Context: an optimization exercise on an open-source flow, tuned for small area, a short achievable clock period and few clock cycles per item. The choices shown serve that exercise and are no tape-out recipe.
Function was checked by simulation only, so behaviour that the tests miss may differ from the original.
Power figures rest on the tool's default switching activity, not on a simulated workload.

==> wip/indigo: inputs <==
## goertzel_multi
module goertzel_multi #(
  parameter int NUM_BINS     = 4,
  parameter int LOG2_SAMPLES = 9,
  parameter int D_W          = 16,
  parameter int S_W          = 8,
  parameter int FRAC         = 14
) (
  input  logic                    dsp_clk,
  input  logic                    rst_n,
  input  logic                    start,
  input  logic                    coef_wr,
  input  logic [2:0]              coef_idx,
  input  logic [D_W-1:0]          coef_val,
  output logic [LOG2_SAMPLES-1:0] sample_address,
  input  logic [S_W-1:0]          sample_data_in,
  output logic                    busy,
  output logic                    mag_valid,
  input  logic                    mag_ready,
  output logic [2:0]              mag_bin,
  output logic [D_W-1:0]          mag_data,
  output logic                    frame_done
);
export LEC_CHECK = 0
export ABC_AREA = 1
export CAP_MARGIN = 20
export CORE_MARGIN = 2
export CORE_UTILIZATION = 40
export SLEW_MARGIN = 20
create_clock -name core_clock -period 13.0 [get_ports {dsp_clk}]
standard.sh (not shown) runs the stock make flow with config.mk's settings and CLKGATE_MAP_FILE= SYNTH_SCRIPT=/design/flow/synth_recipe.tcl, a recipe that flattens the netlist after the stock synthesis.
==> flow/flow/run.sh <==
#!/bin/bash
# The standard layout (standard.sh: the standard flow's synthesis and ORFS flow), with two changes to how
# the layout is made: the port buffers are buf_4 cells instead of the delay-type buffer the
# default choice picks, and timing repair aims 9 ns above the 13 ns constraint so that it also
# works on paths that already meet it. make's full output goes to standard_make.log here.
set -euo pipefail
bash standard.sh "BUFFER_PORTS_ARGS=-buffer_cell sky130_fd_sc_hd__buf_4" SETUP_SLACK_MARGIN=9 finish > standard_make.log 2>&1
==> inputs of wip/xenon, as changes to wip/indigo <==
--- a/flow/design.v
+++ b/flow/design.v
@@ -3406,17 +3406,14 @@
              (r2_1 & {18{r1k_1}});
     q1_1 <= ({r2_1[17], r2_1} & {19{q1r_1}}) | (out_1[18:0] & {19{q1w_1}}) |
              (q2_1 & {19{q1k_1}});
   end
   wire can_ld  = (~ovalid | mag_ready) & ~obin[2] & (obin[1] ? rdy_b : rdy_a);
-  logic       ph;            
-  wire  [1:0] sbin   = (can_ld & busy_q) ? obin[1:0] : mbin;
-  wire        use_r1 = (ph == sbin[1]);
+  wire use_r1  = (kodd == obin[1]);
   wire [15:0] src0 = use_r1 ? r1_0[15:0] : r2_0[15:0];
   wire [15:0] src1 = use_r1 ? r1_1[15:0] : r2_1[15:0];
-  wire [15:0] src  = sbin[0] ? src1 : src0;
-  always_ff @(posedge dsp_clk) ph <= (!busy_q) ? 1'b1 : ~ph;
+  wire [15:0] src  = obin[0] ? src1 : src0;
   logic [3:0]  cw_q;
   logic [15:0] cv_q;
   wire cw_ok = rst_n & coef_wr & ~busy_q & ~coef_idx[2];
   always_ff @(posedge dsp_clk) begin
     rst_q <= ~rst_n;
@@ -3448,18 +3445,17 @@
         busy_q <= 1'b0;
       end
       if (can_ld && busy_q) begin
         ovalid <= 1'b1;
         mbin   <= obin[1:0];
+        mdata  <= src;
         obin   <= obin + 3'd1;
       end else if (accept) begin
         ovalid <= 1'b0;
       end
     end
   end
-  wire ld = can_ld & busy_q;
-  always_ff @(posedge dsp_clk) mdata <= src;
   assign sample_address = k[9:1];
   assign busy           = busy_q;
   assign mag_valid      = ovalid;
   assign mag_bin        = {1'b0, mbin};
   assign mag_data       = mdata;
==> flow/run.sh (new file) <==
#!/bin/bash
# synth_recipe.tcl (not shown) runs the flow's synth.tcl, then flattens the netlist and writes it again
# the make line also repeats each setting of config.mk as NAME=value (left out here)
make -C /OpenROAD-flow-scripts/flow DESIGN_CONFIG=/design/flow/config.mk WORK_HOME=/design/flow/orfs CLKGATE_MAP_FILE= SYNTH_SCRIPT=/design/flow/synth_recipe.tcl finish
removed: flow/flow/run.sh
removed: flow/standard.sh
==> results.txt <==
	wip/xenon	wip/indigo
Outcome	finished clean	finished clean
Proportion of final cell area spent on non-clock buffers	0.0191	0.0206
Overall die width	301 um	301 um
Syn Inst Count	3982	3991
Met3 Routed Length	9900 um	8000 um
Post-synthesis share of cell area spent on xor and xnor gates	0.0912	0.0903
Nonclk buf count	78	97
Area of all sequential standard cells	12300 um^2	12100 um^2
Post CTS Setup Buffer Count	0	7
Critical path required time	10.40 ns	13.54 ns
Largest voltage drop on the vdd net	0.000125 V	0.000134 V
First-pass GRT wire length	159000 um	160000 um
Syn avg cell area	8.88 um^2	8.86 um^2
Reg-to-Reg Start	ha_1[0]	eneg_1
Share of synthesized area spent on multiplexers	0.000637	0.000955
Testbench counts of wip/indigo, summed over its fixed seeds: cycles 24,912, frames 24.
Testbench counts of wip/xenon, summed over its fixed seeds: cycles 24,912, frames 24.

---

==> inputs of trial 11 <==
goertzel_multi, a different RTL version from the one above (not shown whole).
==> flow/design.v (excerpt) <==
module goertzel_multi #(
  parameter int NUM_BINS     = 4,
  parameter int LOG2_SAMPLES = 9,
  parameter int D_W          = 16,
  parameter int S_W          = 8,
  parameter int FRAC         = 14
) (
  input  logic                    dsp_clk,
  input  logic                    rst_n,
  input  logic                    start,
  input  logic                    coef_wr,
  input  logic [2:0]              coef_idx,
  input  logic [D_W-1:0]          coef_val,
  output logic [LOG2_SAMPLES-1:0] sample_address,
  input  logic [S_W-1:0]          sample_data_in,
  output logic                    busy,
  output logic                    mag_valid,
  input  logic                    mag_ready,
  output logic [2:0]              mag_bin,
  output logic [D_W-1:0]          mag_data,
  output logic                    frame_done
);
==> flow/config.mk <==
export PLATFORM = sky130hd
export DESIGN_NAME = goertzel_multi
export DESIGN_NICKNAME = goertzel_multi
export VERILOG_FILES = /design/flow/design.v
export SDC_FILE = /design/flow/constraint.sdc
export NUM_CORES = 4
export LEC_CHECK = 0
export ABC_AREA = 1
export CAP_MARGIN = 20
export CORE_MARGIN = 2
export CORE_UTILIZATION = 60
export SLEW_MARGIN = 20
==> flow/constraint.sdc <==
create_clock -name core_clock -period 13.0 [get_ports {dsp_clk}]
set_input_delay 2.6000 -clock core_clock [delete_from_list [all_inputs] [get_ports {dsp_clk}]]
set_output_delay 2.6000 -clock core_clock [all_outputs]
set_load 0.01 [all_outputs]
==> flow/flow/run.sh <==
#!/bin/bash
# The standard layout (standard.sh: the standard flow's synthesis and ORFS flow), with two changes to how
# the layout is made: the port buffers are buf_4 cells instead of the delay-type buffer the
# default choice picks, and timing repair aims 8.5 ns above the 13 ns constraint so that it also
# works on paths that already meet it. make's full output goes to standard_make.log here.
set -euo pipefail
bash standard.sh "BUFFER_PORTS_ARGS=-buffer_cell sky130_fd_sc_hd__buf_4" SETUP_SLACK_MARGIN=8.5 finish > standard_make.log 2>&1
==> trial 27 (differences from trial 11) <==
==> flow/flow/run.sh (replaced) <==
#!/bin/bash
# The standard layout (standard.sh: the standard flow's synthesis and ORFS flow), with two changes to how
# the layout is made: the port buffers are buf_4 cells instead of the delay-type buffer the
# default choice picks, and timing repair aims 9 ns above the 13 ns constraint so that it also
# works on paths that already meet it. make's full output goes to standard_make.log here.
set -euo pipefail
bash standard.sh "BUFFER_PORTS_ARGS=-buffer_cell sky130_fd_sc_hd__buf_4" SETUP_SLACK_MARGIN=9 finish > standard_make.log 2>&1
- CAP_MARGIN: 20 -> 5
- SLEW_MARGIN: 20 -> 5
==> comparison table <==
| item | trial 27 | trial 11 |
|---|---|---|
| Clock buffer count | 67 | 72 |
| Capture instance of the worst register-to-register path | r1_0[5]$_DFF_P_ | r1_0[15]$_DFF_P_ |
| Number of filler cells placed in the layout | 4748 | 4724 |
| Crit. Startpoint | k[3]$_SDFFE_PN0P_ | e2_0[1]$_DFF_P_ |
| Status | no timing/DRC/antenna violations | no timing/DRC/antenna violations |
| Critical path depth in cells | 1 | 20 |
| Slew of the pin with the lowest slew margin | 1180 ps | 1260 ps |
| GR met3 Demand/Resource | 7.969% | 8.180% |
| Vias after detailed routing | 27585 | 27532 |
| Termination of the worst setup path | sample_address[2] | r1_0[15]$_DFF_P_ |
| Overall Global Routing Usage | 35.19% | 35.67% |
| Data arrival time of the critical path | 1300 ps | 4810 ps |
| Cell internal pwr | 3699 uW | 3647 uW |
| FF-to-FF setup slack | 9110 ps | 8710 ps |
Testbench counts of trial 11, summed over its fixed seeds: cycles 24,912, frames 24.
Testbench counts of trial 27, summed over its fixed seeds: cycles 24,912, frames 24.

---

==> run M: inputs <==
goertzel_multi, a different RTL version from the one above (not shown whole).
Settings: LEC_CHECK=0, ABC_AREA=1, CAP_MARGIN=20, CORE_MARGIN=2, CORE_UTILIZATION=60, SLEW_MARGIN=20; clock period 13.0 ns.
==> flow/flow/run.sh <==
#!/bin/bash
# The standard layout (standard.sh: the standard flow's synthesis and ORFS flow), with two changes to how
# the layout is made: the port buffers are buf_4 cells instead of the delay-type buffer the
# default choice picks, and timing repair aims 9 ns above the 13 ns constraint so that it also
# works on paths that already meet it. make's full output goes to standard_make.log here.
set -euo pipefail
bash standard.sh "BUFFER_PORTS_ARGS=-buffer_cell sky130_fd_sc_hd__buf_4" SETUP_SLACK_MARGIN=9 finish > standard_make.log 2>&1
==> inputs of run H, as changes to run M <==
--- a/flow/design.v
+++ b/flow/design.v
@@ -3405,24 +3405,25 @@
              ({{2{ty_1[15]}}, ty_1} & {18{r1t_1}}) | ({2'b00, pcl_1} & {18{r1c_1}}) |
              (r2_1 & {18{r1k_1}});
     q1_1 <= ({r2_1[17], r2_1} & {19{q1r_1}}) | (out_1[18:0] & {19{q1w_1}}) |
              (q2_1 & {19{q1k_1}});
   end
   wire can_ld  = (~ovalid | mag_ready) & ~obin[2] & (obin[1] ? rdy_b : rdy_a);
-  logic       ph;            
-  wire  [1:0] sbin   = (can_ld & busy_q) ? obin[1:0] : mbin;
-  wire        use_r1 = (ph == sbin[1]);
+  wire use_r1  = (kodd == obin[1]);
   wire [15:0] src0 = use_r1 ? r1_0[15:0] : r2_0[15:0];
   wire [15:0] src1 = use_r1 ? r1_1[15:0] : r2_1[15:0];
-  wire [15:0] src  = sbin[0] ? src1 : src0;
-  always_ff @(posedge dsp_clk) ph <= (!busy_q) ? 1'b1 : ~ph;
+  wire [15:0] src  = obin[0] ? src1 : src0;
+  logic [3:0]  cw_q;
+  logic [15:0] cv_q;
   wire cw_ok = rst_n & coef_wr & ~busy_q & ~coef_idx[2];
   always_ff @(posedge dsp_clk) begin
     rst_q <= ~rst_n;
+    cv_q  <= coef_val;
     for (int i = 0; i < 4; i++) begin
-      if (cw_ok && coef_idx[1:0] == 2'(i)) cf[i] <= coef_val;
+      cw_q[i] <= cw_ok && (coef_idx[1:0] == 2'(i));
+      if (cw_q[i]) cf[i] <= cv_q;
       else if (rst_q) cf[i] <= '0;
     end
   end
   always_ff @(posedge dsp_clk) begin
     x_q <= sample_data_in;
     if (!rst_n) begin
@@ -3443,20 +3444,19 @@
       end else if (lastacc) begin
         busy_q <= 1'b0;
       end
       if (can_ld && busy_q) begin
         ovalid <= 1'b1;
         mbin   <= obin[1:0];
+        mdata  <= src;
         obin   <= obin + 3'd1;
       end else if (accept) begin
         ovalid <= 1'b0;
       end
     end
   end
-  wire ld = can_ld & busy_q;
-  always_ff @(posedge dsp_clk) mdata <= src;
   assign sample_address = k[9:1];
   assign busy           = busy_q;
   assign mag_valid      = ovalid;
   assign mag_bin        = {1'b0, mbin};
   assign mag_data       = mdata;
   assign frame_done     = done_q;
--- a/flow/config.mk
+++ b/flow/config.mk
@@ -5,8 +5,8 @@
 export SDC_FILE = /design/flow/constraint.sdc
 export NUM_CORES = 4
 export LEC_CHECK = 0
 export ABC_AREA = 1
 export CAP_MARGIN = 20
 export CORE_MARGIN = 2
-export CORE_UTILIZATION = 60
+export CORE_UTILIZATION = 40
 export SLEW_MARGIN = 20
==> inputs of run F, as changes to run M <==
--- a/flow/config.mk
+++ b/flow/config.mk
@@ -6,7 +6,8 @@
 export NUM_CORES = 4
 export LEC_CHECK = 0
 export ABC_AREA = 1
 export CAP_MARGIN = 20
 export CORE_MARGIN = 2
 export CORE_UTILIZATION = 60
+export CTS_BUF_LIST = sky130_fd_sc_hd__clkbuf_4 sky130_fd_sc_hd__clkbuf_8
 export SLEW_MARGIN = 20
==> comparison <==
Run H went through all stages and came out clean. Run F ran to the end with no violations. Run M finished with timing, DRC and antenna clean.
Of run F and run H, run H has the higher synthesized cell count (gap about 2.2%, measured against run H).
Non-clock buffer count, lowest first: run H, run M, run F.
Critical path depth is the same in run H and run F.
Clock-buffer cell count, highest first: run F, run M, run H.
Clock skew: run F is higher than run H (0.010 ns).
The lowest clock power belongs to run F, the highest to run H.
Testbench counts of run M, summed over its fixed seeds: cycles 24,912, frames 24.
Testbench counts of run H, summed over its fixed seeds: cycles 24,912, frames 24.
Testbench counts of run F, summed over its fixed seeds: cycles 24,912, frames 24.

[separate check: timing with driven ports]
Ports are ideal in the flow. The routed layouts listed here were re-timed in OpenROAD. Step 1 sets driving cells, clkbuf_16 on the clock port and buf_2 on the other inputs (assumed; they add their load-dependent delay and slew). Step 2, shift: input delay + t, output delay - t, t = (earliest + latest rising clock arrival at the registers) / 2. This alone moves slack from input paths to output paths. Three values: ideal ports, drivers, drivers and shift; two values: the first two.
run | t (ns) | setup slack, ns | worst setup path after step 2 | worst register clock-pin slew, ns
wip/indigo | 0.715 | 9.074 / 9.025 / 8.547 | input to register | 0.07 / 0.07
wip/xenon | 0.694 | 8.439 / 8.374 / 8.420 | input to register | 0.07 / 0.07
trial 11 | 0.685 | 8.712 / 8.712 / 8.120 | input to register | 0.07 / 0.07
trial 27 | 0.689 | 9.099 / 9.033 / 8.481 | input to register | 0.07 / 0.07
run M | 0.707 | 9.085 / 9.022 / 8.495 | input to register | 0.07 / 0.07
run H | 0.704 | 8.992 / 8.925 / 8.879 | input to register | 0.07 / 0.07
run F | 0.749 | 9.008 / 8.948 / 8.332 | input to register | 0.07 / 0.07
After both steps every run listed still meets setup and hold. For run F, which loses most, drivers alone change the setup slack by -0.060 ns; drivers and shift together by -0.676 ns.
